Background: an optimization exercise with open tools, aiming at small area and a short achievable clock period. Do not read the settings as production practice.
In this exercise RTL edits were held to simulation tests only and were not proved equivalent to the original.

--- design.v ---
`timescale 1ns/1ps
module rename_top (
    input  logic      clk,
    input  logic      rst,
    input  logic      rename_valid,
    input  logic [$clog2(32)-1:0] rs1_arch,
    input  logic [$clog2(32)-1:0] rs2_arch,
    input  logic [$clog2(32)-1:0] rd_arch,
    input  logic      complete_valid,
    input  logic [$clog2(16)-1:0]   complete_rob_id,
    input  logic      complete_mispredict,
    output logic      rename_ready,
    output logic [$clog2(64)-1:0]  rs1_phy,
    output logic [$clog2(64)-1:0]  rs2_phy,
    output logic [$clog2(64)-1:0]  rd_phy,
    output logic [$clog2(16)-1:0]   rob_id,
    output logic      retire_valid,
    output logic [$clog2(32)-1:0] retire_rd_arch,
    output logic [$clog2(64)-1:0]  retire_rd_phy,
    output logic      flush
);
    logic [$clog2(64)-1:0] fmap_q [1:32-1];
    logic [$clog2(64)-1:0] bmap_q [1:32-1];
    logic [64-1:1] free_q;
    logic [64-1:1] held_q;
    logic [$clog2(16):0] head_q;
    logic [$clog2(16):0] tail_q;
    logic [$clog2(32)-1:0] ent_rd_arch [16];
    logic [$clog2(64)-1:0]  ent_new_phy [16];
    logic [16-1:0] ent_done;
    logic [16-1:0] ent_misp;
    logic retire_misp;
    logic [$clog2(64)-1:0] fmap [32];
    logic [$clog2(64)-1:0] bmap [32];
    always_comb begin
        fmap[0] = '0;
        bmap[0] = '0;
        for (int i = 1; i < 32; i++) begin
            fmap[i] = fmap_q[i];
            bmap[i] = bmap_q[i];
        end
    end
    assign rs1_phy = fmap[rs1_arch];
    assign rs2_phy = fmap[rs2_arch];
    logic [$clog2(64)-1:0] alloc_phy;
    logic free_avail;
    assign free_avail = |free_q;
    always_comb begin
        alloc_phy = '0;
        for (int i = 64-1; i >= 1; i--) begin
            if (free_q[i]) begin
                alloc_phy = i[$clog2(64)-1:0];
            end
        end
    end
    logic empty, full, recovering, rename_fire, alloc_fire, pop;
    logic rd_nz;
    logic [$clog2(16)-1:0] head_slot, tail_slot, ret_slot;
    assign head_slot = head_q[$clog2(16)-1:0];
    assign tail_slot = tail_q[$clog2(16)-1:0];
    assign empty = (head_q == tail_q);
    assign full  = (head_slot == tail_slot) && (head_q[$clog2(16)] != tail_q[$clog2(16)]);
    assign recovering = (retire_valid && retire_misp) || flush;
    assign rd_nz = (rd_arch != '0);
    assign rename_ready = !full && (free_avail || !rd_nz) && !recovering;
    assign rename_fire  = rename_valid && rename_ready;
    assign alloc_fire   = rename_fire && rd_nz;
    assign rd_phy = alloc_fire ? alloc_phy : '0;
    assign rob_id = tail_slot;
    assign pop = !empty && ent_done[head_slot] && !recovering;
    assign ret_slot = head_slot - 1'b1;
    assign retire_rd_arch = ent_rd_arch[ret_slot];
    assign retire_rd_phy  = ent_new_phy[ret_slot];
    logic release_valid;
    logic [$clog2(64)-1:0] release_phy;
    assign release_valid = retire_valid && (retire_rd_arch != '0);
    assign release_phy = bmap[retire_rd_arch];
    always_ff @(posedge clk or posedge rst) begin
        if (rst) begin
            for (int i = 1; i < 32; i++) begin
                fmap_q[i] <= i[$clog2(64)-1:0];
            end
        end else if (flush) begin
            for (int i = 1; i < 32; i++) begin
                fmap_q[i] <= bmap_q[i];
            end
        end else if (alloc_fire) begin
            fmap_q[rd_arch] <= alloc_phy;
        end
    end
    always_ff @(posedge clk or posedge rst) begin
        if (rst) begin
            for (int i = 1; i < 32; i++) begin
                bmap_q[i] <= i[$clog2(64)-1:0];
            end
        end else if (release_valid) begin
            bmap_q[retire_rd_arch] <= retire_rd_phy;
        end
    end
    always_ff @(posedge clk or posedge rst) begin
        if (rst) begin
            free_q <= {{(64-32){1'b1}}, {(32-1){1'b0}}};
            held_q <= {{(64-32){1'b0}}, {(32-1){1'b1}}};
        end else if (flush) begin
            free_q <= ~held_q;
        end else begin
            if (alloc_fire) begin
                free_q[alloc_phy] <= 1'b0;
            end
            if (release_valid) begin
                free_q[release_phy] <= 1'b1;
                held_q[release_phy] <= 1'b0;
                held_q[retire_rd_phy] <= 1'b1;
            end
        end
    end
    always_ff @(posedge clk or posedge rst) begin
        if (rst) begin
            head_q <= '0;
            tail_q <= '0;
            retire_valid <= 1'b0;
            retire_misp <= 1'b0;
            flush <= 1'b0;
        end else begin
            retire_valid <= pop;
            retire_misp <= pop && ent_misp[head_slot];
            flush <= retire_valid && retire_misp;
            if (flush) begin
                head_q <= tail_q;
            end else begin
                if (pop) begin
                    head_q <= head_q + 1'b1;
                end
                if (rename_fire) begin
                    tail_q <= tail_q + 1'b1;
                end
            end
        end
    end
    always_ff @(posedge clk) begin
        if (complete_valid && !recovering) begin
            ent_done[complete_rob_id] <= 1'b1;
            ent_misp[complete_rob_id] <= complete_mispredict;
        end
        if (rename_fire) begin
            ent_done[tail_slot] <= 1'b0;
        end
    end
    always_ff @(posedge clk) begin
        if (rename_fire) begin
            ent_rd_arch[tail_slot] <= rd_arch;
            ent_new_phy[tail_slot] <= rd_phy;
        end
    end
endmodule
--- run.sh ---
#!/bin/bash
# synth_recipe.tcl (not shown) runs the flow's synth.tcl, then flattens the netlist and writes it again
# the make line also repeats each setting of config.mk as NAME=value (left out here)
make -C /OpenROAD-flow-scripts/flow DESIGN_CONFIG=/design/flow/config.mk WORK_HOME=/design/flow/orfs CLKGATE_MAP_FILE= SYNTH_SCRIPT=/design/flow/synth_recipe.tcl finish
--- config.mk ---
export PLATFORM = sky130hd
export DESIGN_NAME = rename_top
export DESIGN_NICKNAME = rename_top
export VERILOG_FILES = /design/flow/design.v
export SDC_FILE = /design/flow/constraint.sdc
export NUM_CORES = 4
export LEC_CHECK = 0
export CAP_MARGIN = 20
export CELL_PAD_IN_SITES_DETAIL_PLACEMENT = 1
export CELL_PAD_IN_SITES_GLOBAL_PLACEMENT = 2
export CORE_MARGIN = 2
export CORE_UTILIZATION = 25
export PLACE_DENSITY = 0.45
export SLEW_MARGIN = 20
--- constraint.sdc ---
create_clock -name core_clock -period 6.0 [get_ports {clk}]
set_input_delay 1.2000 -clock core_clock [delete_from_list [all_inputs] [get_ports {clk}]]
set_output_delay 1.2000 -clock core_clock [all_outputs]
set_load 0.01 [all_outputs]
==> reports/results.tsv <==
metric	value	unit
status	finished with violations	
Blocking Checks	negative setup slack	
routed len/inst	36.6	um
H-tree levels	3	
Hold Crit Class	flop to flop	
via/cell ratio	5.59	
insertion delay to the later sink of the worst-skew pair	0.72	ns
Slew @ Worst Pin	1.16	ns
I/O pins	60	
Max transition margin	0.224	
final slew viol count	0	
initial core utilization	0.251	
CP Capture Type	flop	
Syn Nets	3633	
r2r startpoint	head_q[0]	
Routed Antenna Nets	0	
Max Cap Viol	0	
Worst Path Buf+Inv	11	
CP arrival	7.64	ns
Seq/Total Area, Yosys	0.504	
R2R Setup Slk	-1.05	ns
1st-iter DRT viols	2882	
Area Overhead vs Synth	30.9	%
FMAX	142	MHz
Levels on crit path	34	
RSZ-0062 raised after global routing	yes	
Main synth FF type	dfrtp_1	
fin crit period	7.05	ns
vias in the first global route	35809	
ranking of synthesized cells by area	dfrtp_1, dfstp_2, edfxtp_1	
number of iterations in the first detailed-routing pass	6	
Final period util	1.18	
worst slack at placement	-1.38	ns
Hold Worst Slack	0.452	ns
clock slew seen by the registers of the worst setup and hold paths	0.06	ns
post-route setup TNS	-100.44	ns
crit-path max FO	7	
clk sink count	719	
Worst Min Path Start	held_q[34]	
CP peak stage delay	0.51	ns
final-stage net count	4193	
first-pass GRT wire length	313000	um
number of synthesized flops with an enable pin	192	
Synth cell types	94	
crit start category	flop	
top cell type's share of synthesized area	0.190	
Synth async-reset ratio	0.711	
hold endpoint	free_q[34]	
total wire length	228000	um
DRC viols	0	
reg2reg path depth	34	
crit path max-delay cell type	or4_4	
# setup viols final	126	
global-route total usage across every layer	0.289	
#FFs+latches synth	719	
Rows	143	
CTS tree	yes	
Reg-to-Reg End	held_q[55]	
final hold violation count	0	
Synth Area per Inst	10.7	um2
die width	394	um
via count	34893	
Synth Instances	3567	
Core Region	152000	um2
critical path type	flop to flop	
initial antenna violation count	23	
CTS buffer count	91	
clk buf depth	3	
Die Y	394	um
Clock Tree Root	clkbuf_16	
post-layout worst setup margin	-1.05	ns
hold buffers post-CTS	0	
Die Area	155000	um2
Top Family by Delay on Critical Path	simple AND/OR/NAND/NOR gates	
ratio of cells with drive above 1 in the final layout	0.337	
required time worst endpoint	6.59	ns
GR Overflow Total	0	
port bufs	59	
HPWL after DPL	175000	um
Post-synth top cells	nand2_1, o21ai_0, dfrtp_1	
Util after Layout	0.328	
Worst Skew	0.0497	ns
most numerous cell in the Yosys netlist	nand2_1	
largest area contributor in the netlist	dfrtp_1	
Yosys Warn Count	5	
hold depth	1	
Post-Syn Area	38000	um2
RePlAce Congestion	0.961	
largest net degree at the start of global routing	159	
[layout by cell type, fill, tap and decap left out, types with 40 or more instances in the layout]
cell type | Yosys | final
a21oi_1 | 126 | 121
o211ai_1 | 40 | 40
buf_4 | 9 | 573
mux4_2 | 60 | 60
nor2_1 | 242 | 232
o21ai_0 | 295 | 282
nand2_1 | 370 | 364
mux2_2 | 178 | 172
inv_1 | 68 | 61
clkbuf_16 | 0 | 92
clkdlybuf4s50_1 | 0 | 59
a221oi_1 | 53 | 49
edfxtp_1 | 192 | 192
nand3_1 | 109 | 100
dfstp_2 | 223 | 223
dfrtp_1 | 288 | 286
a22o_1 | 54 | 54
nor3_1 | 94 | 77
mux2i_1 | 135 | 131
nand4_1 | 96 | 96
a22oi_1 | 79 | 78
[worst reg2reg max path, delay by kind of cell, from the launching register on]
kind            cells  cell delay [ns]
simple gates        9             2.01
flops               1             0.50
buf+inv            11             1.32
fa+ha+maj           3             0.69
mux                 3             0.66
compound gates      8             1.76
[worst max-delay path by stage]
stage / start / end
detailed placement: free_q[61] / free_q[60]
floorplan: rst / bmap_q[10][0]
global placement: head_q[0] / held_q[51]
global route: head_q[0] / held_q[51]
CTS: head_q[0] / held_q[51]
finish: head_q[0] / held_q[55]
[area by class of cell]
type                            count  area, um2
Clock buffer                      130       2590
Multi-Input combinational cell   2549      18700
Fill cell                       16685     102000
Clock inverter                     38        539
Timing Repair Buffer              692       5920
Antenna cell                        8       20.0
Tap cell                         2030       2540
Inverter                           74        294
Sequential cell                   719      19200
[through the flow]
stage	std cells	cell area (um2)
floorplan	3567	38400
global placement	6012	45300
detailed placement	6012	45300
CTS	6214	49200
global route	6233	49700
finish	6240	49700
[sequential cells by signal, summed over array words and instances, names as in the netlist]
name	count
flush	1
tail_q	5
ent_new_phy	96
fmap_q	186
head_q	5
ent_misp	16
ent_rd_arch	80
free_q	63
retire_valid	1
held_q	63
ent_done	16
retire_misp	1
bmap_q	186
[per-layer routing]
layer  routed length, um  vias up  global-route usage
li1                    -    14802                   -
met1              108000    18642               0.416
met2              100000     1142               0.441
met3               12000      305              0.0448
met4                8410        2              0.0913
met5                  13        -                   0
[logic make-up after synthesis]
logic type               count (synthesis)  share of synthesized area
buffers and inverters                  299                     0.0323
AND/OR/NAND/NOR                       1189                      0.156
AO/OA/AOI/OAI                          911                      0.161
adder cells (fa/ha/maj)                 42                     0.0138
multiplexers                           376                      0.125
flip-flops                             719                      0.504
XOR/XNOR                                31                    0.00764
[repair_timing]
action / CTS / global route
pin swaps: 34 / 35
gates cloned: 1 / 0
endpoints found under the setup margin: 127 / 127
setup buffers: 34 / 17
gates resized for setup: 97 / 71

-- static timing again, ports no longer ideal --
The results above use ideal ports. As a check the final layout listed here was re-extracted and re-timed, cells and wires unchanged. Step 1 sets driving cells, clkbuf_16 on the clock port and buf_2 on the other inputs (assumed; they add their load-dependent delay and slew). Step 2 moves the port delays by t, midway between the first and last clock arrival at a register: inputs arrive t later, outputs are due t later. That takes back most of the time a late clock gives input paths. Slacks: ideal ports / drivers / drivers and shift; pairs: ideal ports / drivers.
t (ns): 0.778
setup WS [ns]: -1.052 / -1.052 / -1.052
worst register clock-pin slew, ns: 0.07 / 0.07
cell pins on the clock port's net: 1
For this run, drivers alone change the setup slack by 0.000 ns; drivers and shift together by 0.000 ns.
